Source: an optimization exercise on an open RTL-to-GDS flow (aim: small area and a short achievable clock period). Production flows keep margins and buffers that such runs may drop.
Function was checked by simulation only, so behaviour that the tests miss may differ from the original.
No activity file was given, so power comes from the tool's default toggle rates.

==> flow/design.v <==
package eth_stream_pkg;
	localparam int DATA_W = 32;  
	localparam int BLOCK_WORDS = 16;  
	localparam int BLOCK_BYTES = 64;  
	localparam int HDR_WORDS = 8;
	localparam int FIFO_DEPTH = 64;  
	localparam int FILL_W = 7;
	localparam int SLOTS = 2;  
	localparam int RESTART_CYCLES = 1000;  
	localparam int WORD_AW = $clog2(BLOCK_WORDS);  
	localparam int FIFO_AW = $clog2(FIFO_DEPTH);
	localparam int SLOT_W = $clog2(SLOTS);
	localparam int SLOT_CNT_W = $clog2(SLOTS + 1);  
	localparam int FRAME_WORDS = HDR_WORDS + BLOCK_WORDS + 1;  
	localparam int BEAT_W = $clog2(FRAME_WORDS);
	localparam int RESTART_W = $clog2(RESTART_CYCLES + 1);
	localparam int SPI_ADDR_W = 8;
	localparam int SPI_DATA_W = 64;
	localparam int SPI_XFER_BITS = SPI_ADDR_W + SPI_DATA_W;  
	localparam int SPI_CNT_W = $clog2(SPI_XFER_BITS + 1);
	localparam logic [SPI_ADDR_W-1:0] ADDR_CONTROL = 8'd15;  
	localparam logic [SPI_ADDR_W-1:0] ADDR_IP = 8'd21;
	localparam logic [SPI_ADDR_W-1:0] ADDR_PORT = 8'd22;
	localparam logic [SPI_ADDR_W-1:0] ADDR_MAC_MY = 8'd23;
	localparam logic [SPI_ADDR_W-1:0] ADDR_MAC_DEST = 8'd24;
	typedef struct packed {
		logic [31:0] ip_my;
		logic [31:0] ip_dest;
	} cfg_ip_t;
	typedef struct packed {
		logic [31:0] unused;
		logic [15:0] port_my;
		logic [15:0] port_dest;  
	} cfg_port_t;
	typedef struct packed {
		logic [15:0] unused;
		logic [47:0] mac;
	} cfg_mac_t;
	typedef union packed {
		cfg_ip_t ip;
		cfg_port_t port;
		cfg_mac_t mac;
	} cfg_payload_u;
	typedef struct packed {
		logic [31:0] ip_my;
		logic [31:0] ip_dest;
		logic [15:0] port_my;
		logic [15:0] port_dest;
		logic [47:0] mac_my;
		logic [47:0] mac_dest;
		logic stream_off;  
	} stream_cfg_t;
	typedef struct packed {
		logic [DATA_W-1:0] data;
		logic wr;
	} sample_in_t;
	typedef struct packed {
		logic en;
		logic [SLOT_W-1:0] slot;
		logic [WORD_AW-1:0] addr;
		logic [DATA_W-1:0] data;
	} buf_wr_t;
	typedef struct packed {
		logic [SLOT_W-1:0] slot;
		logic [7:0] channel;
		logic [15:0] length;  
		logic [DATA_W-1:0] checksum;  
		logic [31:0] stamp;  
	} block_desc_t;
	typedef struct packed {
		logic [DATA_W-1:0] data;
		logic sop;
		logic eop;
		logic wren;
	} tx_word_t;
endpackage
module spi_config_regs (
	input logic clk_125,
	input logic rst_crc,
	input logic spi_sclk,
	input logic spi_mosi,
	input logic spi_cs_n,
	output logic stream_off,
	output logic [31:0] ip_my,
	output logic [31:0] ip_dest,
	output logic [15:0] port_my,
	output logic [15:0] port_dest_p1,  
	output logic [47:0] mac_my,
	output logic [47:0] mac_dest
);
	logic [2:0] sclk_q;  
	logic [1:0] mosi_q;  
	logic [2:0] cs_q;
	logic sclk_rise;
	logic cs_rise;
	logic cs_active;
	logic [71:0] shift_q;
	logic [6:0] bit_cnt;
	logic [7:0] addr;
	logic xfer_ok;
	always_ff @(posedge clk_125)
	begin
		if (rst_crc)
		begin
			sclk_q <= '0;
			mosi_q <= '0;
			cs_q <= '1;
		end
		else
		begin
			sclk_q <= {sclk_q[1:0], spi_sclk};
			mosi_q <= {mosi_q[0], spi_mosi};
			cs_q <= {cs_q[1:0], spi_cs_n};
		end
	end
	assign sclk_rise = sclk_q[1] && !sclk_q[2];
	assign cs_rise = cs_q[1] && !cs_q[2];
	assign cs_active = !cs_q[1];
	always_ff @(posedge clk_125)
	begin
		if (cs_active && sclk_rise)
			shift_q <= {shift_q[70:0], mosi_q[1]};
	end
	always_ff @(posedge clk_125)
	begin
		if (rst_crc)
			bit_cnt <= '0;
		else if (!cs_active)
			bit_cnt <= '0;
		else if (sclk_rise && bit_cnt != '1)
			bit_cnt <= bit_cnt + 1'b1;
	end
	assign addr = shift_q[71:64];
	assign xfer_ok = cs_rise && (bit_cnt == 7'd72);
	always_ff @(posedge clk_125)
	begin
		if (rst_crc)
		begin
			stream_off <= 1'b1;
			ip_my <= '0;
			ip_dest <= '0;
			port_my <= '0;
			port_dest_p1 <= 16'd1;
			mac_my <= '0;
			mac_dest <= '0;
		end
		else if (xfer_ok)
		begin
			case (addr)
				8'd15: stream_off <= shift_q[0];
				8'd21:
				begin
					ip_my <= shift_q[63:32];
					ip_dest <= shift_q[31:0];
				end
				8'd22:
				begin
					port_my <= shift_q[31:16];
					port_dest_p1 <= shift_q[15:0] + 16'd1;
				end
				8'd23: mac_my <= shift_q[47:0];
				8'd24: mac_dest <= shift_q[47:0];
				default: ;
			endcase
		end
	end
endmodule
module channel_fifo (
	input logic clk_125,
	input logic rst_crc,
	input logic flush,
	input logic wr,
	input logic [31:0] din,
	input logic rd,  
	input logic [3:0] wc,  
	output logic [31:0] dout,
	output logic rdy  
);
	logic [31:0] mem [64];
	logic [5:0] wr_ptr;
	logic [1:0] rd_blk;
	logic [6:0] fill;
	logic wr_ok;
	assign wr_ok = wr && !flush && !fill[6];  
	assign rdy = |fill[6:4];
	always_ff @(posedge clk_125)
	begin
		if (wr_ok)
			mem[wr_ptr] <= din;
	end
	always_ff @(posedge clk_125)
	begin
		if (rst_crc || flush)
		begin
			wr_ptr <= '0;
			rd_blk <= '0;
			fill <= '0;
		end
		else
		begin
			if (wr_ok)
				wr_ptr <= wr_ptr + 1'b1;
			if (rd && wc == 4'd15)
				rd_blk <= rd_blk + 1'b1;
			case ({wr_ok, rd})
				2'b10: fill <= fill + 1'b1;
				2'b01: fill <= fill - 1'b1;
				default: ;
			endcase
		end
	end
	assign dout = mem[{rd_blk, wc}];
endmodule
module block_assembler (
	input logic clk_125,
	input logic rst_crc,
	input logic stream_off,
	input logic time_clr,
	input logic rdy0,
	input logic rdy1,
	input logic frame_done,
	output logic can_start,
	output logic pick,  
	output logic [15:0] pkt_cnt,
	output logic reading,
	output logic sel,  
	output logic [3:0] word_cnt,
	output logic wr_slot,
	output logic desc_valid
);
	localparam logic [1:0] S_IDLE = 2'd0;
	localparam logic [1:0] S_READ = 2'd1;
	localparam logic [1:0] S_DONE = 2'd2;
	logic [1:0] state;
	logic [9:0] wait_cnt;
	logic go;
	logic restart;
	logic prefer;
	logic [1:0] slots_used;
	assign restart = time_clr || stream_off;
	assign go = wait_cnt == 10'd1000;
	assign pick = (rdy0 && rdy1) ? prefer : rdy1;
	assign can_start = (state == S_IDLE) && go && !restart && !desc_valid
		&& (slots_used < 2'd2) && (rdy0 || rdy1);
	assign reading = state == S_READ;
	always_ff @(posedge clk_125)
	begin
		if (rst_crc || restart)
			wait_cnt <= '0;
		else if (!go)
			wait_cnt <= wait_cnt + 1'b1;
	end
	always_ff @(posedge clk_125)
	begin
		if (rst_crc)
		begin
			state <= S_IDLE;
			word_cnt <= '0;
			sel <= 1'b0;
			prefer <= 1'b0;
			wr_slot <= 1'b0;
			desc_valid <= 1'b0;
		end
		else
		begin
			desc_valid <= 1'b0;
			if (stream_off)
				state <= S_IDLE;
			else
			begin
				case (state)
					S_IDLE:
					begin
						if (can_start)
						begin
							state <= S_READ;
							sel <= pick;
							prefer <= !pick;
							word_cnt <= '0;
						end
					end
					S_READ:
					begin
						word_cnt <= word_cnt + 1'b1;
						if (word_cnt == 4'd15)
							state <= S_DONE;
					end
					S_DONE:
					begin
						desc_valid <= 1'b1;
						wr_slot <= !wr_slot;
						state <= S_IDLE;
					end
					default: state <= S_IDLE;
				endcase
			end
		end
	end
	always_ff @(posedge clk_125)
	begin
		if (rst_crc || time_clr)
			pkt_cnt <= '0;
		else if (can_start)
			pkt_cnt <= pkt_cnt + 1'b1;
	end
	always_ff @(posedge clk_125)
	begin
		if (rst_crc)
			slots_used <= '0;
		else
		begin
			case ({desc_valid, frame_done})
				2'b10: slots_used <= slots_used + 1'b1;
				2'b01: slots_used <= slots_used - 1'b1;
				default: ;
			endcase
		end
	end
endmodule
module stream_framer (
	input logic clk_125,
	input logic rst_crc,
	input logic [31:0] ip_my,
	input logic [31:0] ip_dest,
	input logic [15:0] port_my,
	input logic [15:0] port_dest_p1,
	input logic [47:0] mac_my,
	input logic [47:0] mac_dest,
	input logic can_start,
	input logic pick,
	input logic [31:0] stamp_in,
	input logic wr_slot,
	input logic wr_en,
	input logic [31:0] wr_data,
	input logic desc_valid,
	input logic tx_rdy,
	output logic [31:0] tx_data,
	output logic tx_sop,
	output logic tx_eop,
	output logic tx_wren,
	output logic frame_done
);
	logic [31:0] sr0 [16];
	logic [31:0] sr1 [16];
	logic [31:0] stamp0;
	logic [31:0] stamp1;
	logic chan0;
	logic chan1;
	logic q_valid;
	logic busy;
	logic [4:0] beat;
	logic cur;  
	logic take;
	logic accept;
	logic last_beat;
	logic pay_shift;
	logic [15:0] h_mac_dest_lo;
	logic [47:0] h_mac_my;
	logic [31:0] h_ip_my;
	logic [31:0] h_ip_dest;
	logic [15:0] h_port_my;
	logic [15:0] h_port_dest_p1;
	logic [31:0] txd;
	logic [31:0] acc;
	logic [31:0] sum;
	logic [31:0] next_word;
	logic sop_q;
	logic eop_q;
	assign take = !busy && q_valid;
	assign accept = busy && tx_rdy;
	assign last_beat = beat == 5'd24;
	assign frame_done = accept && last_beat;
	assign pay_shift = accept && (beat >= 5'd8) && (beat <= 5'd22);
	always_ff @(posedge clk_125)
	begin
		if ((wr_en && !wr_slot) || (pay_shift && !cur))
		begin
			for (int i = 0; i < 15; i++)
				sr0[i] <= sr0[i + 1];
			sr0[15] <= wr_data;
		end
		if ((wr_en && wr_slot) || (pay_shift && cur))
		begin
			for (int i = 0; i < 15; i++)
				sr1[i] <= sr1[i + 1];
			sr1[15] <= wr_data;
		end
	end
	always_ff @(posedge clk_125)
	begin
		if (can_start && !wr_slot)
		begin
			stamp0 <= stamp_in;
			chan0 <= pick;
		end
		if (can_start && wr_slot)
		begin
			stamp1 <= stamp_in;
			chan1 <= pick;
		end
	end
	always_ff @(posedge clk_125)
	begin
		if (rst_crc)
			q_valid <= 1'b0;
		else
		begin
			if (take)
				q_valid <= 1'b0;
			if (desc_valid)
				q_valid <= 1'b1;
		end
	end
	always_ff @(posedge clk_125)
	begin
		if (rst_crc)
		begin
			busy <= 1'b0;
			beat <= '0;
			cur <= 1'b0;
			sop_q <= 1'b0;
			eop_q <= 1'b0;
		end
		else if (take)
		begin
			busy <= 1'b1;
			beat <= '0;
			sop_q <= 1'b1;
			eop_q <= 1'b0;
		end
		else if (accept)
		begin
			sop_q <= 1'b0;
			eop_q <= beat == 5'd23;
			if (last_beat)
			begin
				busy <= 1'b0;
				beat <= '0;
				cur <= !cur;
			end
			else
				beat <= beat + 1'b1;
		end
	end
	always_ff @(posedge clk_125)
	begin
		if (take)
		begin
			h_mac_dest_lo <= mac_dest[15:0];
			h_mac_my <= mac_my;
			h_ip_my <= ip_my;
			h_ip_dest <= ip_dest;
			h_port_my <= port_my;
			h_port_dest_p1 <= port_dest_p1;
		end
	end
	assign sum = acc + txd;
	always_ff @(posedge clk_125)
	begin
		if (accept && (beat >= 5'd8) && (beat <= 5'd22))
			acc <= (beat == 5'd8) ? txd : sum;
	end
	always_comb
	begin
		case (beat)
			5'd0: next_word = {h_mac_dest_lo, h_mac_my[47:32]};
			5'd1: next_word = h_mac_my[31:0];
			5'd2: next_word = h_ip_my;
			5'd3: next_word = h_ip_dest;
			5'd4: next_word = {h_port_my, h_port_dest_p1};
			5'd5: next_word = cur ? stamp1 : stamp0;
			5'd6: next_word = {15'd0, cur ? chan1 : chan0, 16'd64};
			5'd7: next_word = cur ? sr1[0] : sr0[0];
			5'd23: next_word = sum;
			default: next_word = cur ? sr1[1] : sr0[1];
		endcase
	end
	always_ff @(posedge clk_125)
	begin
		if (take)
			txd <= mac_dest[47:16];
		else if (accept)
			txd <= next_word;
	end
	assign tx_data = txd;
	assign tx_sop = sop_q;
	assign tx_eop = eop_q;
	assign tx_wren = accept;
endmodule
module eth_stream_top (
	input logic clk_125,
	input logic rst_crc,
	input logic spi_sclk,
	input logic spi_mosi,
	input logic spi_cs_n,
	input logic [31:0] ch0_data,
	input logic ch0_wr,
	input logic [31:0] ch1_data,
	input logic ch1_wr,
	input logic [15:0] numb_inter,
	input logic time_clr,
	input logic tx_rdy,
	output logic [31:0] tx_data,
	output logic tx_sop,
	output logic tx_eop,
	output logic tx_wren
);
	logic stream_off;
	logic [31:0] ip_my;
	logic [31:0] ip_dest;
	logic [15:0] port_my;
	logic [15:0] port_dest_p1;
	logic [47:0] mac_my;
	logic [47:0] mac_dest;
	logic [31:0] data0;
	logic [31:0] data1;
	logic rdy0;
	logic rdy1;
	logic can_start;
	logic pick;
	logic [15:0] pkt_cnt;
	logic reading;
	logic sel;
	logic [3:0] word_cnt;
	logic wr_slot;
	logic desc_valid;
	logic frame_done;
	spi_config_regs u_spi (
		.clk_125(clk_125), .rst_crc(rst_crc),
		.spi_sclk(spi_sclk), .spi_mosi(spi_mosi), .spi_cs_n(spi_cs_n),
		.stream_off(stream_off), .ip_my(ip_my), .ip_dest(ip_dest),
		.port_my(port_my), .port_dest_p1(port_dest_p1),
		.mac_my(mac_my), .mac_dest(mac_dest)
	);
	channel_fifo u_fifo0 (
		.clk_125(clk_125), .rst_crc(rst_crc), .flush(stream_off),
		.wr(ch0_wr), .din(ch0_data), .rd(reading && !sel), .wc(word_cnt),
		.dout(data0), .rdy(rdy0)
	);
	channel_fifo u_fifo1 (
		.clk_125(clk_125), .rst_crc(rst_crc), .flush(stream_off),
		.wr(ch1_wr), .din(ch1_data), .rd(reading && sel), .wc(word_cnt),
		.dout(data1), .rdy(rdy1)
	);
	block_assembler u_asm (
		.clk_125(clk_125), .rst_crc(rst_crc), .stream_off(stream_off),
		.time_clr(time_clr), .rdy0(rdy0), .rdy1(rdy1), .frame_done(frame_done),
		.can_start(can_start), .pick(pick), .pkt_cnt(pkt_cnt),
		.reading(reading), .sel(sel), .word_cnt(word_cnt),
		.wr_slot(wr_slot), .desc_valid(desc_valid)
	);
	stream_framer u_framer (
		.clk_125(clk_125), .rst_crc(rst_crc),
		.ip_my(ip_my), .ip_dest(ip_dest), .port_my(port_my),
		.port_dest_p1(port_dest_p1), .mac_my(mac_my), .mac_dest(mac_dest),
		.can_start(can_start), .pick(pick), .stamp_in({numb_inter, pkt_cnt}),
		.wr_slot(wr_slot), .wr_en(reading), .wr_data(sel ? data1 : data0),
		.desc_valid(desc_valid),
		.tx_rdy(tx_rdy), .tx_data(tx_data), .tx_sop(tx_sop), .tx_eop(tx_eop),
		.tx_wren(tx_wren), .frame_done(frame_done)
	);
endmodule
==> flow/run.sh <==
#!/bin/bash
# synth_recipe.tcl (not shown) runs the flow's synth.tcl, then flattens the netlist and writes it again
# the make line also repeats each setting of config.mk as NAME=value (left out here)
make -C /OpenROAD-flow-scripts/flow DESIGN_CONFIG=/design/flow/config.mk WORK_HOME=/design/flow/orfs CLKGATE_MAP_FILE= SYNTH_SCRIPT=/design/flow/synth_recipe.tcl finish
==> flow/config.mk <==
export PLATFORM = sky130hd
export DESIGN_NAME = eth_stream_top
export DESIGN_NICKNAME = eth_stream_top
export VERILOG_FILES = /design/flow/design.v
export SDC_FILE = /design/flow/constraint.sdc
export NUM_CORES = 4
export LEC_CHECK = 0
export CAP_MARGIN = 20
export CORE_MARGIN = 2
export CORE_UTILIZATION = 40
export SLEW_MARGIN = 20
==> flow/constraint.sdc <==
create_clock -name core_clock -period 8.0 [get_ports {clk_125}]
set_input_delay 1.6000 -clock core_clock [delete_from_list [all_inputs] [get_ports {clk_125}]]
set_output_delay 1.6000 -clock core_clock [all_outputs]
set_load 0.01 [all_outputs]
==> flow_summary.toml, run 1 <==
[floorplan]
design.core.area_sq_mm = 0.5322
start_util = 0.4014
die_y_microns = 734.8
die_w_microns = 734.8
std_cell_rows = 268
ios = 124
dieArea_sq_mm = 0.5399

[setup_path]
crit_fanout = 32
reg2reg_depth = 6
critPathCaptureType = "register"
path_class = "in2reg"
cp.buffers_inverters = 2
start_kind = "primary input"
worstPathCellList = "clkdlybuf4s50_1, and2_1, inv_1, nor2_1, nand3_1, nor2_4"
worstSetupPathDepth = 6
cpMaxStageDelayCell = "nor2_4"
cp.arrival_ps = 5580
required_ps = 8670
cpPeakStageDelay_ps = 1130
crit_family = "simple AND/OR/NAND/NOR gates"

[global_routing]
antenna_found_initial = 61
grt_pass1_vias = 97462
track_usage = 0.1833
grt_max_degree = 193
grt_pass1_wl_mm = 719.1
grt-ovfl-total = 0

[route]
drc = 0
first_pass_iters = 7
wire_per_inst_microns = 28.88
detail-route-antenna-nets = 0
dr.first_iter.drc_count = 13041
via_per_inst = 5.641
wirelength_mm = 506.4
vias = 98908

[finish]
instances_no_fill = 17533
fillers = 43141
fin_util = 0.4590
synthToLayoutAreaGrowth_pct = 14.35
drive_gt1_frac = 0.2596
final-seq-area_sq_mm = 0.1704
fin_nets = 10159
multiInputGateArea_sq_mm = 0.04228

[job]
cap_viol_max_count = 0

[sta]
fmax_ghz = 0.2037
setup-tns-final_ps = 0
setup_viol = 0
worst_pin_slew_ps = 1206
fin_crit_ps = 4909
rsz0062_at_grt = "no"
fin_skew_ps = 93.10
timing.hold.ws_ps = 373.8
final_hold_viol_count = 0
slew_headroom = 0.1962
min_period_over_period = 0.6136
slew_violations = 0

[clock_network]
path_clk_slew_ps = 60
clkSinkCount = 5768
clk_latency_ps = 1100
ctsResizeCount = 0
hold_buffers = 0
cts_setup_buffers = 0
cts_buffer_depth = 4
cts_buffers = 593
htreeDepth = 6
cts_root_buf = "clkbuf_16"
cts_tree = "yes"

[pwr]
p_leak_nw = 72.80
vdd_drop_max_uv = 265.0
power_density_mw_per_mm2 = 246.8
p_total_mw = 60.29

[worst_hold_path]
hold_depth = 0
worstHoldPathType = "reg2reg"

[placed_design]
placed_cells = 16419
port_buffers = 123
gp_congestion = 0.8829
place_hpwl_mm = 296.4

[logic_synthesis]
syn_nets = 9667
synth_cell_types = 68
async_flop_share = 0
synthesis.area_sq_mm = 0.2136
ys_seq_elements = 5768
synth_edf_count = 5482
postSynthCellCount = 9518
synth_area_per_cell_sq_um = 22.44
seq_area_frac_synth = 0.7975
synth_ff_type = "edfxtp_1"
ys.warnings.count = 6

[run_status]
status = "finished clean"
==> power breakdown <==
group	internal, mW	total [mW]	leakage (nW)	switching (mW)
registers	32.9	32.9	51.6	0.00532
logic	0.0437	0.488	11.9	0.444
clock network	15.3	26.9	9.25	11.6
total	48.3	60.3	72.8	12.0
==> Yosys cell counts (15+ instances only) <==
cell type | instances | share of area
a211oi_1 | 23 | 0.00081
a21o_1 | 17 | 0.00060
a21oi_1 | 273 | 0.0064
a221oi_1 | 38 | 0.0016
a222oi_1 | 30 | 0.0014
and3_1 | 20 | 0.00059
buf_1 | 37 | 0.00065
buf_2 | 102 | 0.0024
clkbuf_1 | 327 | 0.0057
dfxtp_1 | 286 | 0.027
edfxtp_1 | 5482 | 0.77
ha_1 | 57 | 0.0033
inv_1 | 34 | 0.00060
mux2_2 | 59 | 0.0031
mux2i_1 | 65 | 0.0030
mux4_2 | 1344 | 0.14
nand2_1 | 527 | 0.0093
nand3_1 | 66 | 0.0015
nor2_1 | 320 | 0.0056
nor2b_1 | 19 | 0.00056
nor3_1 | 29 | 0.00068
o21ai_0 | 55 | 0.0013
or2_2 | 15 | 0.00044
xnor2_1 | 42 | 0.0017
xor2_1 | 55 | 0.0023
==> state kept, by name (all words and copies together), names as in the netlist, 10 cells and up <==
register	flops
u_fifo0.mem	2048
u_fifo1.mem	2048
u_framer.sr0	512
u_framer.sr1	512
u_spi.shift_q	72
u_framer.h_mac_my	48
u_spi.mac_dest	48
u_spi.mac_my	48
u_framer.acc	32
u_framer.h_ip_dest	32
u_framer.h_ip_my	32
u_framer.stamp0	32
u_framer.stamp1	32
u_framer.txd	32
u_spi.ip_dest	32
u_spi.ip_my	32
u_asm.pkt_cnt	16
u_framer.h_mac_dest_lo	16
u_framer.h_port_dest_p1	16
u_framer.h_port_my	16
u_spi.port_dest_p1	16
u_spi.port_my	16
u_asm.wait_cnt	10
==> placed cells by master (no fill, tap or decap), types with 14 or more instances in the layout <==
master	n
nor2b_1	18
inv_6	23
xnor2_1	42
buf_12	48
a222oi_1	30
dfxtp_1	276
edfxtp_1	5482
nor3_1	22
a21o_1	17
o21ai_0	55
clkinv_1	127
a211oi_1	23
clkinvlp_4	16
nand2_1	526
nor2_4	128
a311oi_1	14
clkinv_2	95
nand3_1	66
buf_4	192
a22oi_1	14
diode_2	18
bufinv_16	39
clkbuf_16	602
a221oi_1	38
mux2_2	59
mux4_2	1344
nand4_1	14
a21oi_1	273
buf_2	54
buf_16	15
clkdlybuf4s50_1	58
and3_1	20
xor2_1	55
ha_1	57
or2_2	15
mux2i_1	65
clkbuf_1	121
clkbuf_8	15
nor2_1	192
inv_1	33
==> routing by layer <==
metal / track usage / vias to the layer above / wire (microns)
met5: 0 / - / 165
met4: 0.05921 / 26 / 17680
met3: 0.03274 / 714 / 44060
met2: 0.2711 / 4419 / 226700
met1: 0.2771 / 53079 / 217900
li1: - / 40670 / -
==> final timing paths <==
path / from / to / slack (ps)
worst max-delay path: ch1_wr / u_fifo1.mem[30][10] / 3090
worst max register to register: u_asm.word_cnt[0] / u_framer.sr0[15][25] / 3400
worst min register to register: u_framer.sr1[15][25] / u_framer.sr1[14][25] / 370
worst min-delay path: u_framer.sr1[15][25] / u_framer.sr1[14][25] / 370
==> logic make-up (layout without fill, tap and decap cells) <==
logic type	after synthesis	after routing	share of synthesized area
xor+xnor	97	97	0.003977
fa+ha+maj	60	60	0.003620
mux	1468	1468	0.1479
other cells	0	18	0
flops	5768	5768	0.7975
simple gates	1079	1079	0.02136
buf+inv	505	1482	0.009647
compound gates	541	541	0.01607
==> final cells by class <==
cell class              count  area share
clock buffers             738     0.06438
clock inverters           342     0.01331
diodes                     18   0.0001844
well taps                7020     0.03596
multi-input cells        3245      0.1731
inverters                  34   0.0005430
repair buffers            368     0.01505
flip-flops and latches   5768      0.6975
==> worst register-to-register path, stage by stage, from the launching register on <==
cell	delay, ps
dfxtp_4	1050
buf_12	450
buf_4	520
mux4_2	600
mux4_2	630
mux4_2	630
mux2_2	410
==> per-stage QoR <==
| step | setup slack, ps | instance area (sq um) |
|---|---|---|
| 2_1_floorplan | -5851 | 213600 |
| 3_3_place_gp | 2018 | 224500 |
| 3_5_place_dp | 2089 | 224900 |
| 4_1_cts | 3229 | 243900 |
| 5_1_grt | 3012 | 244200 |
| 6_report | 3091 | 244300 |
==> inputs of run 2 (changes only) <==
--- a/flow/design.v
+++ b/flow/design.v
@@ -172,9 +172,11 @@
 	input logic wr,
-	input logic [31:0] din,
 	input logic rd,  
 	input logic [3:0] wc,  
-	output logic [31:0] dout,
+	input logic [3:0] new_blk,  
+	output logic wr_ok,
+	output logic [3:0] wr_blk,  
+	output logic alloc,  
+	output logic [3:0] head_blk,  
 	output logic rdy  
 );
-	logic [31:0] mem [64];
 	logic [5:0] wr_ptr;
@@ -182,9 +184,16 @@
 	logic [6:0] fill;
-	logic wr_ok;
+	logic [3:0] sec_blk [4];
+	logic [3:0] cur_blk;
 	assign wr_ok = wr && !flush && !fill[6];  
 	assign rdy = |fill[6:4];
+	assign alloc = wr_ok && (wr_ptr[3:0] == 4'd0);
+	assign wr_blk = (wr_ptr[3:0] == 4'd0) ? new_blk : cur_blk;
+	assign head_blk = sec_blk[rd_blk];
 	always_ff @(posedge clk_125)
 	begin
-		if (wr_ok)
-			mem[wr_ptr] <= din;
+		if (alloc)
+		begin
+			sec_blk[wr_ptr[5:4]] <= new_blk;
+			cur_blk <= new_blk;
+		end
 	end
@@ -211,3 +220,89 @@
 	end
-	assign dout = mem[{rd_blk, wc}];
+endmodule
+module block_pool (
+	input logic clk_125,
+	input logic rst_crc,
+	input logic flush,  
+	input logic wr_ok0,
+	input logic [3:0] wr_blk0,
+	input logic alloc0,
+	input logic [31:0] din0,
+	input logic wr_ok1,
+	input logic [3:0] wr_blk1,
+	input logic alloc1,
+	input logic [31:0] din1,
+	output logic [3:0] new_blk0,
+	output logic [3:0] new_blk1,
+	input logic take_blk,  
+	input logic [3:0] take_id,
+	input logic commit,  
+	input logic [3:0] burst_id,
+	input logic rd_shift,  
+	input logic free_blk,  
+	input logic [3:0] rd_id,
+	output logic [31:0] rd_word  
+);
+	localparam logic [1:0] B_FREE = 2'd0;
+	localparam logic [1:0] B_FIFO = 2'd1;
+	localparam logic [1:0] B_BURST = 2'd2;
+	localparam logic [1:0] B_SLOT = 2'd3;
+	logic [31:0] blk [10][16];
+	logic [1:0] st [10];
+	logic [9:0] is_free;
+	logic [9:0] en;
+	logic [9:0] w1;
+	always_comb
+	begin
+		for (int b = 0; b < 10; b++)
+			is_free[b] = st[b] == B_FREE;
+		new_blk0 = 4'd9;
+		for (int b = 8; b >= 0; b--)
+			if (is_free[b])
+				new_blk0 = 4'(b);
+		new_blk1 = 4'd0;
+		for (int b = 1; b < 10; b++)
+			if (is_free[b])
+				new_blk1 = 4'(b);
+		for (int b = 0; b < 10; b++)
+		begin
+			w1[b] = wr_ok1 && (wr_blk1 == 4'(b));
+			en[b] = (wr_ok0 && (wr_blk0 == 4'(b))) || w1[b]
+				|| (rd_shift && (rd_id == 4'(b)));
+		end
+	end
+	always_ff @(posedge clk_125)
+	begin
+		for (int b = 0; b < 10; b++)
+			if (en[b])
+			begin
+				for (int i = 0; i < 15; i++)
+					blk[b][i] <= blk[b][i + 1];
+				blk[b][15] <= w1[b] ? din1 : din0;
+			end
+	end
+	always_ff @(posedge clk_125)
+	begin
+		for (int b = 0; b < 10; b++)
+		begin
+			if (rst_crc)
+				st[b] <= B_FREE;
+			else if ((alloc0 && new_blk0 == 4'(b)) || (alloc1 && new_blk1 == 4'(b)))
+				st[b] <= B_FIFO;
+			else if (take_blk && take_id == 4'(b))
+				st[b] <= B_BURST;
+			else if (flush && (st[b] == B_FIFO || st[b] == B_BURST))
+				st[b] <= B_FREE;
+			else if (commit && burst_id == 4'(b))
+				st[b] <= B_SLOT;
+			else if (free_blk && rd_id == 4'(b))
+				st[b] <= B_FREE;
+		end
+	end
+	always_comb
+	begin
+		rd_word = '0;
+		for (int b = 0; b < 10; b++)
+			if (rd_id == 4'(b))
+				rd_word = blk[b][0];
+	end
 endmodule
@@ -221,2 +316,4 @@
 	input logic frame_done,
+	input logic [3:0] head0,  
+	input logic [3:0] head1,
 	output logic can_start,
@@ -228,3 +325,5 @@
 	output logic wr_slot,
-	output logic desc_valid
+	output logic desc_valid,
+	output logic [3:0] burst_id,  
+	output logic commit  
 );
@@ -245,2 +344,8 @@
 	assign reading = state == S_READ;
+	assign commit = (state == S_DONE) && !stream_off;
+	always_ff @(posedge clk_125)
+	begin
+		if (can_start)
+			burst_id <= pick ? head1 : head0;
+	end
 	always_ff @(posedge clk_125)
@@ -332,5 +437,7 @@
 	input logic wr_slot,
-	input logic wr_en,
-	input logic [31:0] wr_data,
 	input logic desc_valid,
+	input logic [3:0] burst_id,
+	output logic [3:0] rd_id,
+	output logic rd_shift,
+	input logic [31:0] rd_word,
 	input logic tx_rdy,
@@ -342,4 +449,2 @@
 );
-	logic [31:0] sr0 [16];
-	logic [31:0] sr1 [16];
 	logic [31:0] stamp0;
@@ -349,2 +454,4 @@
 	logic q_valid;
+	logic [3:0] q_blk;
+	logic [3:0] cur_blk;
 	logic busy;
@@ -355,3 +462,2 @@
 	logic last_beat;
-	logic pay_shift;
 	logic [15:0] h_mac_dest_lo;
@@ -372,18 +478,4 @@
 	assign frame_done = accept && last_beat;
-	assign pay_shift = accept && (beat >= 5'd8) && (beat <= 5'd22);
-	always_ff @(posedge clk_125)
-	begin
-		if ((wr_en && !wr_slot) || (pay_shift && !cur))
-		begin
-			for (int i = 0; i < 15; i++)
-				sr0[i] <= sr0[i + 1];
-			sr0[15] <= wr_data;
-		end
-		if ((wr_en && wr_slot) || (pay_shift && cur))
-		begin
-			for (int i = 0; i < 15; i++)
-				sr1[i] <= sr1[i + 1];
-			sr1[15] <= wr_data;
-		end
-	end
+	assign rd_shift = accept && (beat >= 5'd7) && (beat <= 5'd22);
+	assign rd_id = cur_blk;
 	always_ff @(posedge clk_125)
@@ -415,2 +507,9 @@
 	begin
+		if (desc_valid)
+			q_blk <= burst_id;
+		if (take)
+			cur_blk <= q_blk;
+	end
+	always_ff @(posedge clk_125)
+	begin
 		if (rst_crc)
@@ -472,5 +571,4 @@
 			5'd6: next_word = {15'd0, cur ? chan1 : chan0, 16'd64};
-			5'd7: next_word = cur ? sr1[0] : sr0[0];
 			5'd23: next_word = sum;
-			default: next_word = cur ? sr1[1] : sr0[1];
+			default: next_word = rd_word;
 		endcase
@@ -514,6 +612,14 @@
 	logic [47:0] mac_dest;
-	logic [31:0] data0;
-	logic [31:0] data1;
 	logic rdy0;
 	logic rdy1;
+	logic wr_ok0;
+	logic wr_ok1;
+	logic [3:0] wr_blk0;
+	logic [3:0] wr_blk1;
+	logic alloc0;
+	logic alloc1;
+	logic [3:0] new_blk0;
+	logic [3:0] new_blk1;
+	logic [3:0] head0;
+	logic [3:0] head1;
 	logic can_start;
@@ -526,3 +632,8 @@
 	logic desc_valid;
+	logic [3:0] burst_id;
+	logic commit;
 	logic frame_done;
+	logic [3:0] rd_id;
+	logic rd_shift;
+	logic [31:0] rd_word;
 	spi_config_regs u_spi (
@@ -536,4 +647,4 @@
 		.clk_125(clk_125), .rst_crc(rst_crc), .flush(stream_off),
-		.wr(ch0_wr), .din(ch0_data), .rd(reading && !sel), .wc(word_cnt),
-		.dout(data0), .rdy(rdy0)
+		.wr(ch0_wr), .rd(reading && !sel), .wc(word_cnt), .new_blk(new_blk0),
+		.wr_ok(wr_ok0), .wr_blk(wr_blk0), .alloc(alloc0), .head_blk(head0), .rdy(rdy0)
 	);
@@ -541,4 +652,13 @@
 		.clk_125(clk_125), .rst_crc(rst_crc), .flush(stream_off),
-		.wr(ch1_wr), .din(ch1_data), .rd(reading && sel), .wc(word_cnt),
-		.dout(data1), .rdy(rdy1)
+		.wr(ch1_wr), .rd(reading && sel), .wc(word_cnt), .new_blk(new_blk1),
+		.wr_ok(wr_ok1), .wr_blk(wr_blk1), .alloc(alloc1), .head_blk(head1), .rdy(rdy1)
+	);
+	block_pool u_pool (
+		.clk_125(clk_125), .rst_crc(rst_crc), .flush(stream_off),
+		.wr_ok0(wr_ok0), .wr_blk0(wr_blk0), .alloc0(alloc0), .din0(ch0_data),
+		.wr_ok1(wr_ok1), .wr_blk1(wr_blk1), .alloc1(alloc1), .din1(ch1_data),
+		.new_blk0(new_blk0), .new_blk1(new_blk1),
+		.take_blk(can_start), .take_id(pick ? head1 : head0),
+		.commit(commit), .burst_id(burst_id),
+		.rd_shift(rd_shift), .free_blk(frame_done), .rd_id(rd_id), .rd_word(rd_word)
 	);
@@ -547,5 +667,7 @@
 		.time_clr(time_clr), .rdy0(rdy0), .rdy1(rdy1), .frame_done(frame_done),
+		.head0(head0), .head1(head1),
 		.can_start(can_start), .pick(pick), .pkt_cnt(pkt_cnt),
 		.reading(reading), .sel(sel), .word_cnt(word_cnt),
-		.wr_slot(wr_slot), .desc_valid(desc_valid)
+		.wr_slot(wr_slot), .desc_valid(desc_valid),
+		.burst_id(burst_id), .commit(commit)
 	);
@@ -556,4 +678,4 @@
 		.can_start(can_start), .pick(pick), .stamp_in({numb_inter, pkt_cnt}),
-		.wr_slot(wr_slot), .wr_en(reading), .wr_data(sel ? data1 : data0),
-		.desc_valid(desc_valid),
+		.wr_slot(wr_slot), .desc_valid(desc_valid), .burst_id(burst_id),
+		.rd_id(rd_id), .rd_shift(rd_shift), .rd_word(rd_word),
 		.tx_rdy(tx_rdy), .tx_data(tx_data), .tx_sop(tx_sop), .tx_eop(tx_eop),
--- a/flow/config.mk
+++ b/flow/config.mk
@@ -10,2 +10,3 @@
 export CORE_UTILIZATION = 40
+export SETUP_SLACK_MARGIN = 4.4
 export SLEW_MARGIN = 20
==> run 2 against run 1 <==
Effect of this change: cell count shrank 8.5%; flip-flop and latch count grew 76; utilization grew 0.53 points; worst hold slack gained 9.3 ps.
==> flow_summary.toml, run 2 <==
[logic_synthesis]
async_flop_share = 0
synth_top_area_share = 0.8737
ys_seq_elements = 5844
synth_largest_area_cell = "edfxtp_1"
synth_area_per_cell_sq_um = 22.01
postSynthCellCount = 8643
synth_ff_type = "edfxtp_1"
synth_edf_count = 5534
ys.warnings.count = 7
synthesis.area_sq_mm = 0.1902
ys_top_cells_by_area = "edfxtp_1, dfxtp_1, mux2_2"
synth_common_cells = "edfxtp_1, nand2_1, mux2_2, a21oi_1, dfxtp_1"
synth_most_common_cell = "edfxtp_1"
seq_area_frac_synth = 0.9063
syn_nets = 8804
synth_cell_types = 95

[pwr]
p_total_mw = 58.88
p_leak_nw = 68.71
power_density_mw_per_mm2 = 267.4
vdd_drop_max_uv = 179.5

[sta]
final_hold_viol_count = 0
slew_violations = 0
setup_viol = 0
fin_skew_ps = 44.31
fmax_ghz = 0.2787
worst_pin_slew_ps = 1296
min_period_over_period = 0.4484
slew_headroom = 0.1363
fin_crit_ps = 3587
rsz0062_at_grt = "yes"

[setup_path]
cp.arrival_ps = 1990
reg2reg_from = "u_framer.cur_blk[0]"
critPathCaptureType = "output port"
required_ps = 6400
startpoint = "tx_rdy"
rrSetupSlack_ps = 4460
path_class = "in2out"
crit_fanout = 2
endpoint = "tx_wren"
rr_endpoint = "u_framer.txd[15]"
start_kind = "primary input"
reg2reg_depth = 9

[finish]
largest_register_ffs = 5120
multiInputGateArea_sq_mm = 0.01716
synthToLayoutAreaGrowth_pct = 15.75
largest_register = "u_pool.blk"
top_regs = "u_pool.blk x5120, u_spi.shift_q x72"
design_area_sq_mm = 0.2202
fillers = 38592
drive_gt1_frac = 0.1564
final_cell_mix = "edfxtp_1, clkbuf_16, nand2_1"
mostFrequentLayoutCell = "edfxtp_1"
final-seq-area_sq_mm = 0.1724
fin_nets = 9499

[route]
vias = 78842
first_pass_iters = 8
drc = 0
wire_per_inst_microns = 22.49
detail-route-antenna-nets = 0
via_per_inst = 4.914
dr.first_iter.drc_count = 8902
wirelength_mm = 360.9

[clock_network]
cts_tree = "yes"
clk_latency_ps = 1050
path_clk_slew_ps = 60
htreeDepth = 6
cts_buffers = 566
hold_buffers = 0
clkSinkCount = 5844
cts_root_buf = "clkbuf_16"
cts_buffer_depth = 4

[floorplan]
start_util = 0.4011
std_cell_rows = 253
design.core.area_sq_mm = 0.4742
die_w_microns = 693.6
dieArea_sq_mm = 0.4811
ios = 124
die_y_microns = 693.6

[global_routing]
antenna_found_initial = 51
track_usage = 0.1456
grt_pass1_vias = 77989
grt-ovfl-total = 0
grt_max_degree = 197
grt_pass1_wl_mm = 520.7

[placed_design]
placed_area_sq_mm = 0.2000
place_hpwl_mm = 199.4
port_buffers = 123
gp_congestion = 0.8403

[worst_hold_path]
worstHoldPathType = "reg2reg"
hold_depth = 0

[run_status]
status = "finished clean"

[job]
cap_viol_max_count = 0
## run 2: cells by family after synthesis
group / synth area share
AOI/OAI and AO/OA: 0.02650
xor gates and xnor gates: 0.004282
adders and majority gates: 0.004855
buffers and inverters: 0.007874
DFF: 0.9063
muxes: 0.02422
and+or+nand+nor: 0.02598
## run 2: stage by stage
stage / std cells / setup WS [ps] / hold WS (ps) / TNS, ps / util
after detailed placement: 14901 / 2165 / 394.8 / 0 / 0.4218
after CTS: 16012 / 4321 / 393.1 / 0 / 0.4634
final: 16045 / 4413 / 383.1 / 0 / 0.4643
after global placement: 14900 / 2184 / 400.1 / 0 / 0.4218
after floorplan: 8643 / -2705 / 385.5 / -6459620 / -
after global routing: 16034 / 4360 / 393.2 / 0 / 0.4642
## run 2: what timing repair did
item / 4_1_cts / 5_1_grt
endpoints found under the setup margin: 5073 / 3912
resized for setup: 189 / 46
gates cloned: 38 / 3
pin swaps: 23 / 10
buffers inserted: 57 / 16
## run 2: area by class of cell
type	instances	area share
clock inverters	292	0.01311
clock buffers	724	0.06821
repair buffers	389	0.02068
multi-input cells	2458	0.07792
inverters	79	0.001461
flip-flops and latches	5844	0.7830
well taps	6247	0.03550
diodes	12	0.0001364
## run 2: power breakdown
group	switching [mW]	internal [mW]
logic	0.201	0.108
clock network	11.0	14.6
registers	0.00511	33.0
total	11.2	47.7
## run 2: worst min-delay path by stage
stage | start | endpoint | slack, ps
finish | u_pool.blk[85][25] | u_pool.blk[84][25] | 380
global placement | u_pool.blk[25][1] | u_pool.blk[24][1] | 400
floorplan | u_spi.mosi_q[1] | u_spi.shift_q[0] | 390
detailed placement | u_spi.mosi_q[1] | u_spi.shift_q[0] | 390
global route | u_pool.blk[131][12] | u_pool.blk[130][12] | 390
CTS | u_pool.blk[85][25] | u_pool.blk[84][25] | 390
## run 2: critical path: stages
cell and delay, ps:
buf_8 110, nand2_8 60, clkinvlp_4 90, buf_6 130
## run 2: per-layer routing
| layer | vias up | wire length [microns] | track usage | share of wire |
|---|---|---|---|---|
| met5 | - | 26 | 0 | 0.000072 |
| met4 | 4 | 11850 | 0.05173 | 0.033 |
| met3 | 672 | 22310 | 0.02481 | 0.062 |
| met2 | 2391 | 170900 | 0.2340 | 0.47 |
| met1 | 40299 | 155800 | 0.2014 | 0.43 |
| li1 | 35476 | - | - | - |
==> inputs of run 3 (changes only) <==
--- a/flow/design.v
+++ b/flow/design.v
@@ -174,5 +174,5 @@
 	input logic [3:0] wc,  
-	input logic [3:0] new_blk,  
+	input logic [9:0] new_oh,  
 	output logic wr_ok,
-	output logic [3:0] wr_blk,  
+	output logic [9:0] wr_oh,  
 	output logic alloc,  
@@ -185,8 +185,18 @@
 	logic [3:0] sec_blk [4];
-	logic [3:0] cur_blk;
+	logic [9:0] cur_oh;
+	logic [3:0] new_id;
+	logic start;
+	assign start = wr_ptr[3:0] == 4'd0;
 	assign wr_ok = wr && !flush && !fill[6];  
-	assign rdy = |fill[6:4];
-	assign alloc = wr_ok && (wr_ptr[3:0] == 4'd0);
-	assign wr_blk = (wr_ptr[3:0] == 4'd0) ? new_blk : cur_blk;
+	assign alloc = wr_ok && start;
+	assign wr_oh = start ? new_oh : cur_oh;
 	assign head_blk = sec_blk[rd_blk];
+	assign rdy = |fill[6:4];
+	always_comb
+	begin
+		new_id = '0;
+		for (int b = 0; b < 10; b++)
+			if (new_oh[b])
+				new_id = new_id | 4'(b);
+	end
 	always_ff @(posedge clk_125)
@@ -195,4 +205,4 @@
 		begin
-			sec_blk[wr_ptr[5:4]] <= new_blk;
-			cur_blk <= new_blk;
+			sec_blk[wr_ptr[5:4]] <= new_id;
+			cur_oh <= new_oh;
 		end
@@ -226,3 +236,3 @@
 	input logic wr_ok0,
-	input logic [3:0] wr_blk0,
+	input logic [9:0] wr_oh0,
 	input logic alloc0,
@@ -230,7 +240,7 @@
 	input logic wr_ok1,
-	input logic [3:0] wr_blk1,
+	input logic [9:0] wr_oh1,
 	input logic alloc1,
 	input logic [31:0] din1,
-	output logic [3:0] new_blk0,
-	output logic [3:0] new_blk1,
+	output logic [9:0] new_oh0,
+	output logic [9:0] new_oh1,
 	input logic take_blk,  
@@ -241,3 +251,3 @@
 	input logic free_blk,  
-	input logic [3:0] rd_id,
+	input logic [9:0] rd_oh,
 	output logic [31:0] rd_word  
@@ -250,5 +260,7 @@
 	logic [1:0] st [10];
-	logic [9:0] is_free;
+	logic [1:0] st_n [10];
+	logic [9:0] free_n;
 	logic [9:0] en;
-	logic [9:0] w1;
+	logic [9:0] low_seen;
+	logic [9:0] high_seen;
 	always_comb
@@ -256,16 +268,4 @@
 		for (int b = 0; b < 10; b++)
-			is_free[b] = st[b] == B_FREE;
-		new_blk0 = 4'd9;
-		for (int b = 8; b >= 0; b--)
-			if (is_free[b])
-				new_blk0 = 4'(b);
-		new_blk1 = 4'd0;
-		for (int b = 1; b < 10; b++)
-			if (is_free[b])
-				new_blk1 = 4'(b);
-		for (int b = 0; b < 10; b++)
 		begin
-			w1[b] = wr_ok1 && (wr_blk1 == 4'(b));
-			en[b] = (wr_ok0 && (wr_blk0 == 4'(b))) || w1[b]
-				|| (rd_shift && (rd_id == 4'(b)));
+			en[b] = (wr_ok0 && wr_oh0[b]) || (wr_ok1 && wr_oh1[b]) || (rd_shift && rd_oh[b]);
 		end
@@ -279,6 +279,6 @@
 					blk[b][i] <= blk[b][i + 1];
-				blk[b][15] <= w1[b] ? din1 : din0;
+				blk[b][15] <= (wr_ok1 && wr_oh1[b]) ? din1 : din0;
 			end
 	end
-	always_ff @(posedge clk_125)
+	always_comb
 	begin
@@ -286,15 +286,30 @@
 		begin
+			st_n[b] = st[b];
 			if (rst_crc)
-				st[b] <= B_FREE;
-			else if ((alloc0 && new_blk0 == 4'(b)) || (alloc1 && new_blk1 == 4'(b)))
-				st[b] <= B_FIFO;
+				st_n[b] = B_FREE;
+			else if ((alloc0 && new_oh0[b]) || (alloc1 && new_oh1[b]))
+				st_n[b] = B_FIFO;
 			else if (take_blk && take_id == 4'(b))
-				st[b] <= B_BURST;
+				st_n[b] = B_BURST;
 			else if (flush && (st[b] == B_FIFO || st[b] == B_BURST))
-				st[b] <= B_FREE;
+				st_n[b] = B_FREE;
 			else if (commit && burst_id == 4'(b))
-				st[b] <= B_SLOT;
-			else if (free_blk && rd_id == 4'(b))
-				st[b] <= B_FREE;
+				st_n[b] = B_SLOT;
+			else if (free_blk && rd_oh[b])
+				st_n[b] = B_FREE;
+			free_n[b] = st_n[b] == B_FREE;
 		end
+		low_seen[0] = 1'b0;
+		for (int b = 1; b < 10; b++)
+			low_seen[b] = low_seen[b - 1] || free_n[b - 1];
+		high_seen[9] = 1'b0;
+		for (int b = 8; b >= 0; b--)
+			high_seen[b] = high_seen[b + 1] || free_n[b + 1];
+	end
+	always_ff @(posedge clk_125)
+	begin
+		for (int b = 0; b < 10; b++)
+			st[b] <= st_n[b];
+		new_oh0 <= free_n & ~low_seen;
+		new_oh1 <= free_n & ~high_seen;
 	end
@@ -304,4 +319,3 @@
 		for (int b = 0; b < 10; b++)
-			if (rd_id == 4'(b))
-				rd_word = blk[b][0];
+			rd_word = rd_word | (blk[b][0] & {32{rd_oh[b]}});
 	end
@@ -439,3 +453,3 @@
 	input logic [3:0] burst_id,
-	output logic [3:0] rd_id,
+	output logic [9:0] rd_oh,  
 	output logic rd_shift,
@@ -454,4 +468,4 @@
 	logic q_valid;
-	logic [3:0] q_blk;
-	logic [3:0] cur_blk;
+	logic [9:0] q_oh;
+	logic [9:0] cur_oh;
 	logic busy;
@@ -479,3 +493,3 @@
 	assign rd_shift = accept && (beat >= 5'd7) && (beat <= 5'd22);
-	assign rd_id = cur_blk;
+	assign rd_oh = cur_oh;
 	always_ff @(posedge clk_125)
@@ -508,5 +522,6 @@
 		if (desc_valid)
-			q_blk <= burst_id;
+			for (int b = 0; b < 10; b++)
+				q_oh[b] <= burst_id == 4'(b);
 		if (take)
-			cur_blk <= q_blk;
+			cur_oh <= q_oh;
 	end
@@ -616,8 +631,8 @@
 	logic wr_ok1;
-	logic [3:0] wr_blk0;
-	logic [3:0] wr_blk1;
+	logic [9:0] wr_oh0;
+	logic [9:0] wr_oh1;
 	logic alloc0;
 	logic alloc1;
-	logic [3:0] new_blk0;
-	logic [3:0] new_blk1;
+	logic [9:0] new_oh0;
+	logic [9:0] new_oh1;
 	logic [3:0] head0;
@@ -635,3 +650,3 @@
 	logic frame_done;
-	logic [3:0] rd_id;
+	logic [9:0] rd_oh;
 	logic rd_shift;
@@ -647,4 +662,4 @@
 		.clk_125(clk_125), .rst_crc(rst_crc), .flush(stream_off),
-		.wr(ch0_wr), .rd(reading && !sel), .wc(word_cnt), .new_blk(new_blk0),
-		.wr_ok(wr_ok0), .wr_blk(wr_blk0), .alloc(alloc0), .head_blk(head0), .rdy(rdy0)
+		.wr(ch0_wr), .rd(reading && !sel), .wc(word_cnt), .new_oh(new_oh0),
+		.wr_ok(wr_ok0), .wr_oh(wr_oh0), .alloc(alloc0), .head_blk(head0), .rdy(rdy0)
 	);
@@ -652,4 +667,4 @@
 		.clk_125(clk_125), .rst_crc(rst_crc), .flush(stream_off),
-		.wr(ch1_wr), .rd(reading && sel), .wc(word_cnt), .new_blk(new_blk1),
-		.wr_ok(wr_ok1), .wr_blk(wr_blk1), .alloc(alloc1), .head_blk(head1), .rdy(rdy1)
+		.wr(ch1_wr), .rd(reading && sel), .wc(word_cnt), .new_oh(new_oh1),
+		.wr_ok(wr_ok1), .wr_oh(wr_oh1), .alloc(alloc1), .head_blk(head1), .rdy(rdy1)
 	);
@@ -657,8 +672,8 @@
 		.clk_125(clk_125), .rst_crc(rst_crc), .flush(stream_off),
-		.wr_ok0(wr_ok0), .wr_blk0(wr_blk0), .alloc0(alloc0), .din0(ch0_data),
-		.wr_ok1(wr_ok1), .wr_blk1(wr_blk1), .alloc1(alloc1), .din1(ch1_data),
-		.new_blk0(new_blk0), .new_blk1(new_blk1),
+		.wr_ok0(wr_ok0), .wr_oh0(wr_oh0), .alloc0(alloc0), .din0(ch0_data),
+		.wr_ok1(wr_ok1), .wr_oh1(wr_oh1), .alloc1(alloc1), .din1(ch1_data),
+		.new_oh0(new_oh0), .new_oh1(new_oh1),
 		.take_blk(can_start), .take_id(pick ? head1 : head0),
 		.commit(commit), .burst_id(burst_id),
-		.rd_shift(rd_shift), .free_blk(frame_done), .rd_id(rd_id), .rd_word(rd_word)
+		.rd_shift(rd_shift), .free_blk(frame_done), .rd_oh(rd_oh), .rd_word(rd_word)
 	);
@@ -679,3 +694,3 @@
 		.wr_slot(wr_slot), .desc_valid(desc_valid), .burst_id(burst_id),
-		.rd_id(rd_id), .rd_shift(rd_shift), .rd_word(rd_word),
+		.rd_oh(rd_oh), .rd_shift(rd_shift), .rd_word(rd_word),
 		.tx_rdy(tx_rdy), .tx_data(tx_data), .tx_sop(tx_sop), .tx_eop(tx_eop),
--- a/flow/config.mk
+++ b/flow/config.mk
@@ -9,3 +9,6 @@
 export CORE_MARGIN = 2
-export CORE_UTILIZATION = 40
+export CORE_UTILIZATION = 55
+export CTS_CLUSTER_DIAMETER = 80
+export CTS_CLUSTER_SIZE = 30
+export PLACE_DENSITY = 0.68
 export SETUP_SLACK_MARGIN = 4.4
==> run 3 against run 2 <==
Effect of this change: sequential power barely moved; critical path depth grew 3; largest power group unchanged; via count fell by 3.7%; largest cell class unchanged; critical path type is now in2reg; cell count shrank 15%; sequential share of layout area is 5.6 points higher; non-clock buffer count decreased by 43; global-route usage rose by 4.2 points; clock skew rose by 26 ps.
==> flow_summary.toml, run 3 <==
[route]
first_pass_iters = 6
via_per_inst = 5.587
wirelength_mm = 335.4
wire_per_inst_microns = 24.67
detail-route-antenna-nets = 0
dr.first_iter.drc_count = 9005
vias = 75957
drc = 0

[setup_path]
rrSetupSlack_ps = 4360
cp.buffers_inverters = 4
path_class = "in2reg"
crit_top_cell = "buf_12"
crit_fanout = 157
cpPeakStageDelay_ps = 680
worstPathCellList = "clkdlybuf4s50_1, nor3b_4, clkinvlp_4, buf_12, nor2_4, a221o_4, buf_12"
required_ps = 8580
start_kind = "primary input"
crit_family = "buffers and inverters"
cp.arrival_ps = 4300
cpMaxStageDelayCell = "a221o_4"
critPathCaptureType = "register"

[floorplan]
start_util = 0.5521
std_cell_rows = 216
design.core.area_sq_mm = 0.3457
die_y_microns = 593.1
ios = 124
dieArea_sq_mm = 0.3517
die_w_microns = 593.1

[sta]
fin_skew_ps = 70.01
final_hold_viol_count = 0
worst_pin_slew_ps = 1208
rsz0062_at_grt = "yes"
fin_crit_ps = 3717
min_period_over_period = 0.4646
timing.hold.ws_ps = 381.8
setup_viol = 0
slew_headroom = 0.1873
fmax_ghz = 0.2691
setup-tns-final_ps = 0
slew_violations = 0

[logic_synthesis]
seq_area_frac_synth = 0.9091
synthesis.area_sq_mm = 0.1909
synth_most_common_cell = "edfxtp_1"
synth_edf_count = 5558
ys_top_cells_by_area = "edfxtp_1, dfxtp_1, mux2_2"
synth_common_cells = "edfxtp_1, nand2_1, dfxtp_1, mux2_2, a21oi_1"
ys.warnings.count = 8
synth_ff_type = "edfxtp_1"
synth_largest_area_cell = "edfxtp_1"
synth_cell_types = 91
async_flop_share = 0
syn_nets = 8749
synth_area_per_cell_sq_um = 22.20
ys_seq_elements = 5888
synth_top_area_share = 0.8745
postSynthCellCount = 8598

[pwr]
p_leak_nw = 63.16
vdd_drop_max_uv = 177.6
p_total_mw = 47.34
power_density_mw_per_mm2 = 228.9

[clock_network]
clk_latency_ps = 1010
cts_buffers = 228
htreeDepth = 4
cts_tree = "yes"
cts_buffer_depth = 4
cts_root_buf = "clkbuf_16"
clkSinkCount = 5888
path_clk_slew_ps = 100

[finish]
synthToLayoutAreaGrowth_pct = 8.366
top_regs = "u_pool.blk x5120, u_spi.shift_q x72"
fin_util = 0.5983
drive_gt1_frac = 0.1075
final_cell_mix = "edfxtp_1, nand2_1, dfxtp_1"
design_area_sq_mm = 0.2068
largest_register = "u_pool.blk"
largest_register_ffs = 5120
fin_nets = 9082
mostFrequentLayoutCell = "edfxtp_1"
fillers = 23579

[run_status]
status = "finished clean"

[global_routing]
grt_pass1_wl_mm = 485.1
grt-ovfl-total = 0
track_usage = 0.1881
grt_max_degree = 195
grt_pass1_vias = 73242
antenna_found_initial = 14

[placed_design]
placed_area_sq_mm = 0.1985
port_buffers = 123
place_hpwl_mm = 185.5
gp_congestion = 0.8494

[worst_hold_path]
worstHoldPathType = "reg2reg"

[job]
cap_viol_max_count = 0
## run 3: cell types whose count changed in the layout (fill, tap and decap cells not counted), sizes merged, moves of 31 or more
cell / previous run / this run
nor2: 245 / 203
clkbuf: 730 / 274
inv: 106 / 62
buf: 267 / 217
bufinv: 38 / 2
a21oi: 313 / 274
a221oi: 56 / 88
nand3: 69 / 38
clkinv: 214 / 18
a22oi: 80 / 115
## run 3: kinds of logic (layout without fill, tap and decap cells)
| family | Yosys count | in the layout | synth area share |
|---|---|---|---|
| compound gates | 804 | 804 | 0.02801 |
| xor+xnor | 109 | 109 | 0.005002 |
| fa+ha+maj | 62 | 62 | 0.004183 |
| buf+inv | 310 | 704 | 0.006156 |
| flops | 5888 | 5888 | 0.9091 |
| mux | 383 | 383 | 0.02276 |
| other cells | 0 | 8 | 0 |
| simple gates | 1042 | 1060 | 0.02480 |
## run 3: metrics by stage
stage               setup slack (ps)  instances
finish                          4283      13596
CTS                             4359      13561
detailed placement              1867      13172
floorplan                       1517       8598
global route                    4184      13592
global placement                1992      13172
## run 3: final timing paths
path	from	end	cells after the start
max	ch1_wr	u_pool.blk[96][26]	7
max reg2reg	u_framer.beat[1]	u_pool.blk[96][26]	6
min	u_pool.blk[45][8]	u_pool.blk[44][8]	0
min reg2reg	u_pool.blk[45][8]	u_pool.blk[44][8]	0
## run 3: per-layer routing
layer  global-route usage  vias up  part of all wire
li1                     -    34143                 -
met1               0.2744    39082              0.43
met2               0.2978     2239              0.47
met3              0.02443      491             0.060
met4              0.06472        2             0.036
met5                    0        -          0.000036
## run 3: report_power, final
part           total, mW  switching [mW]  internal (mW)
Sequential          33.2         0.00552           33.2
Clock               13.9            8.48           5.43
Combinational      0.263           0.160          0.103
## run 3: cell type report
class	count	area, sq um	share of cell area
Sequential cell	5888	173500	0.8389
Clock buffer	273	5941	0.02872
Timing Repair Buffer	346	3900	0.01886
Antenna cell	8	20.02	0.00009679
Clock inverter	36	525.5	0.002541
Tap cell	4578	5728	0.02770
Inverter	49	201.4	0.0009740
Multi-Input combinational cell	2418	17000	0.08220
## run 3: timing repair
| item | in CTS | in global routing |
|---|---|---|
| setup buffers | 52 | 24 |
| pin swaps | 20 | 14 |
| setup endpoints to repair | 5237 | 875 |
| cloned | 28 | 2 |
| hold buffers | 0 | 0 |
| gates resized for setup | 105 | 45 |
==> inputs of run 4 (changes only) <==
--- a/flow/design.v
+++ b/flow/design.v
@@ -263,4 +263,16 @@
 	logic [9:0] en;
+	logic [9:0] wq0;
+	logic [9:0] wq1;
+	logic [31:0] dq0;
+	logic [31:0] dq1;
+	logic [9:0] hit;
 	logic [9:0] low_seen;
 	logic [9:0] high_seen;
+	always_ff @(posedge clk_125)
+	begin
+		wq0 <= wr_ok0 ? wr_oh0 : '0;
+		wq1 <= wr_ok1 ? wr_oh1 : '0;
+		dq0 <= din0;
+		dq1 <= din1;
+	end
 	always_comb
@@ -268,5 +280,3 @@
 		for (int b = 0; b < 10; b++)
-		begin
-			en[b] = (wr_ok0 && wr_oh0[b]) || (wr_ok1 && wr_oh1[b]) || (rd_shift && rd_oh[b]);
-		end
+			en[b] = wq0[b] || wq1[b] || (rd_shift && rd_oh[b]);
 	end
@@ -279,3 +289,3 @@
 					blk[b][i] <= blk[b][i + 1];
-				blk[b][15] <= (wr_ok1 && wr_oh1[b]) ? din1 : din0;
+				blk[b][15] <= wq1[b] ? dq1 : dq0;
 			end
@@ -299,3 +309,6 @@
 				st_n[b] = B_FREE;
-			free_n[b] = st_n[b] == B_FREE;
+			hit[b] = (alloc0 && new_oh0[b]) || (alloc1 && new_oh1[b]);
+			free_n[b] = rst_crc || (!hit[b] && ((st[b] == B_FREE)
+				|| (flush && (st[b] == B_FIFO || st[b] == B_BURST))
+				|| (free_blk && rd_oh[b])));
 		end
--- a/flow/config.mk
+++ b/flow/config.mk
@@ -9,6 +9,5 @@
 export CORE_MARGIN = 2
-export CORE_UTILIZATION = 55
+export CORE_UTILIZATION = 40
 export CTS_CLUSTER_DIAMETER = 80
 export CTS_CLUSTER_SIZE = 30
-export PLACE_DENSITY = 0.68
 export SETUP_SLACK_MARGIN = 4.4
==> run 4 against run 3 <==
Effect of this change: total power up 5.4%; cell count is 14% higher; wire length is 3.5% higher; clock power up 15%; non-clock buffer count decreased by 69; sequential power increased by 2%; area after synthesis increased by 0.69%; count of clock-buffer cells in the layout rose by 43; via count increased by 0.85%; register-to-register slack improved by 160 ps; largest cell class unchanged; highest routed layer unchanged.
==> flow_summary.toml, run 4 <==
[sta]
fmax_ghz = 0.2773
slew_headroom = 0.2336
final_hold_viol_count = 0
rsz0062_at_grt = "yes"
setup-tns-final_ps = 0
fin_skew_ps = 76.27
min_period_over_period = 0.4508
setup_viol = 0
fin_crit_ps = 3607
slew_violations = 0
worst_pin_slew_ps = 1148

[setup_path]
cpMaxStageDelayCell = "buf_12"
crit_fanout = 7
cp.arrival_ps = 2010
cpPeakStageDelay_ps = 120
start_kind = "primary input"
required_ps = 6400
reg2reg_from = "u_framer.txd[0]"
startpoint = "tx_rdy"
critPathCaptureType = "output port"
cp.buffers_inverters = 3
worstPathCellList = "buf_12, nand2_8, inv_8, buf_6"
path_class = "in2out"
crit_family = "buffers and inverters"

[placed_design]
gp_congestion = 0.8428
port_buffers = 123
place_hpwl_mm = 201.3

[floorplan]
std_cell_rows = 254
design.core.area_sq_mm = 0.4786
die_y_microns = 697.1
ios = 124
start_util = 0.4015
dieArea_sq_mm = 0.4860
die_w_microns = 697.1

[logic_synthesis]
ys.warnings.count = 8
syn_nets = 8800
async_flop_share = 0
ys_top_cells_by_area = "edfxtp_1, dfxtp_1, mux2_2"
synth_largest_area_cell = "edfxtp_1"
synth_top_area_share = 0.8685
synth_most_common_cell = "edfxtp_1"
synth_cell_types = 71
postSynthCellCount = 8639
synth_edf_count = 5558
synth_common_cells = "edfxtp_1, nand2_1, dfxtp_1, mux2_2, a21oi_1"
seq_area_frac_synth = 0.9116
synthesis.area_sq_mm = 0.1922
synth_area_per_cell_sq_um = 22.25
ys_seq_elements = 5972
synth_ff_type = "edfxtp_1"

[clock_network]
cts_buffer_depth = 4
path_clk_slew_ps = 100
clk_latency_ps = 990
clkSinkCount = 5972
htreeDepth = 5
cts_root_buf = "clkbuf_16"
cts_tree = "yes"
cts_buffers = 262

[finish]
final_cell_mix = "edfxtp_1, nand2_1, dfxtp_1"
multiInputGateArea_sq_mm = 0.01608
drive_gt1_frac = 0.1040
largest_register_ffs = 5120
final-seq-area_sq_mm = 0.1752
fin_nets = 9088
largest_register = "u_pool.blk"
top_regs = "u_pool.blk x5120, u_spi.shift_q x72"
synthToLayoutAreaGrowth_pct = 9.645
mostFrequentLayoutCell = "edfxtp_1"
fillers = 40076
fin_util = 0.4403

[global_routing]
grt-ovfl-total = 0
grt_pass1_wl_mm = 496.4
antenna_found_initial = 34
grt_max_degree = 202
track_usage = 0.1359
grt_pass1_vias = 74487

[pwr]
p_leak_nw = 64.06
p_total_mw = 49.89
vdd_drop_max_uv = 168.1
power_density_mw_per_mm2 = 236.8

[route]
via_per_inst = 4.952
drc = 0
first_pass_iters = 6
wirelength_mm = 347.0
wire_per_inst_microns = 22.43
dr.first_iter.drc_count = 8986
detail-route-antenna-nets = 0
vias = 76599

[job]
cap_viol_max_count = 0

[worst_hold_path]
worstHoldStart = "u_pool.blk[118][25]"
worstHoldPathType = "reg2reg"

[run_status]
status = "finished clean"
-- run 4: worst paths after layout --
| check | end | slack [ps] | cells past startpoint |
|---|---|---|---|
| setup reg to reg | u_framer.txd[12] | 4520 | 10 |
| hold / removal | u_pool.blk[117][25] | 390 | 0 |
| hold reg to reg | u_pool.blk[117][25] | 390 | 0 |
| setup / recovery | tx_wren | 4390 | 4 |
-- run 4: through the flow --
step | area (sq um) | setup slack [ps] | instances | hold WS (ps)
after global routing | 210700 | 4365 | 15460 | 394.9
after global placement | 202100 | 2712 | 15024 | 400.1
after detailed placement | 202100 | 2632 | 15025 | 397.1
final | 210700 | 4393 | 15467 | 392.7
after CTS | 210500 | 4197 | 15443 | 376.8
after floorplan | 192300 | 2118 | 8639 | 385.5
-- run 4: area by class of cell --
cell class                 instances  share of cell area
antenna                            8          0.00009501
sequential                      5972              0.8315
multi-input combinational       2345             0.07632
clock buffer                     316             0.03300
clock inverter                    80            0.005997
inverter                          69            0.001289
timing repair buffer             277             0.01378
tap                             6400             0.03800
-- run 4: worst reg2reg max path, stage by stage, from the launching register on --
cell and delay [ps]:
edfxtp_1 440, ha_1 260, fa_1 460, a21oi_1 210, o21ai_0 150, a21oi_2 240
a31oi_1 210, a21bo_2 280, xnor2_1 570, o211ai_1 190, a22o_1 250
-- run 4: repair_timing --
| action | in CTS | in global routing |
|---|---|---|
| setup buffers | 21 | 11 |
| cloned | 1 | 5 |
| resized for setup | 68 | 23 |
| hold buffers | 0 | 0 |
| setup endpoints to repair | 4719 | 2956 |
| pin swaps | 2 | 5 |
-- run 4: metal layers --
metal | share of wire | global-route usage | vias to the layer above | routed length (microns)
met4 | 0.030 | 0.03861 | 8 | 10580
met1 | 0.44 | 0.1948 | 39739 | 153400
met3 | 0.061 | 0.02216 | 508 | 21050
li1 | - | - | 34161 | -
met5 | 0.00014 | 0 | - | 47
met2 | 0.47 | 0.2161 | 2183 | 161900
-- run 4: cells by family after synthesis --
kind of cell               share of synthesized area
muxes                                        0.02189
adders and majority gates                   0.004805
AOI/OAI and AO/OA                            0.02837
DFF                                           0.9116
xor gates and xnor gates                    0.004466
buffers and inverters                       0.006498
and+or+nand+nor                              0.02238
-- run 4: report_power, final --
group | switching (mW) | internal, mW
combinational | 0.0641 | 0.103
clock | 9.38 | 6.63
sequential | 0.125 | 33.6

re-timing with driven ports:
The flow's constraints put no driver on any port. The routed layouts listed below were extracted and timed again, unchanged, in two steps.
Step 1 sets driving cells, clkbuf_16 on the clock port and buf_2 on the other inputs (assumed; they add their load-dependent delay and slew).
Step 2 times the ports against the registers' clock, not the clock port: input delays grow and output delays shrink by t, the midpoint of the rising clock arrivals with the driver on.
a / b / c = ideal / step 1 / step 2; a / b = the first two.
run | t, ns | setup slack, ns | worst setup path after step 2 | latest minus earliest clock arrival (ns) | worst register clock-pin slew, ns
run 1 | 1.165 | 3.091 / 3.181 / 2.017 | input to register | 0.097 / 0.097 | 0.08 / 0.08
run 2 | 1.126 | 4.413 / 4.369 / 3.383 | input to register | 0.058 / 0.059 | 0.07 / 0.07
run 3 | 1.070 | 4.283 / 4.268 / 3.199 | input to register | 0.082 / 0.083 | 0.12 / 0.12
run 4 | 1.062 | 4.393 / 4.334 / 3.503 | input to register | 0.089 / 0.089 | 0.12 / 0.12
After both steps every run listed still meets setup and hold. The setup slack of run 3, which loses most, moves by -0.015 ns with the drivers and by -1.084 ns with both steps.
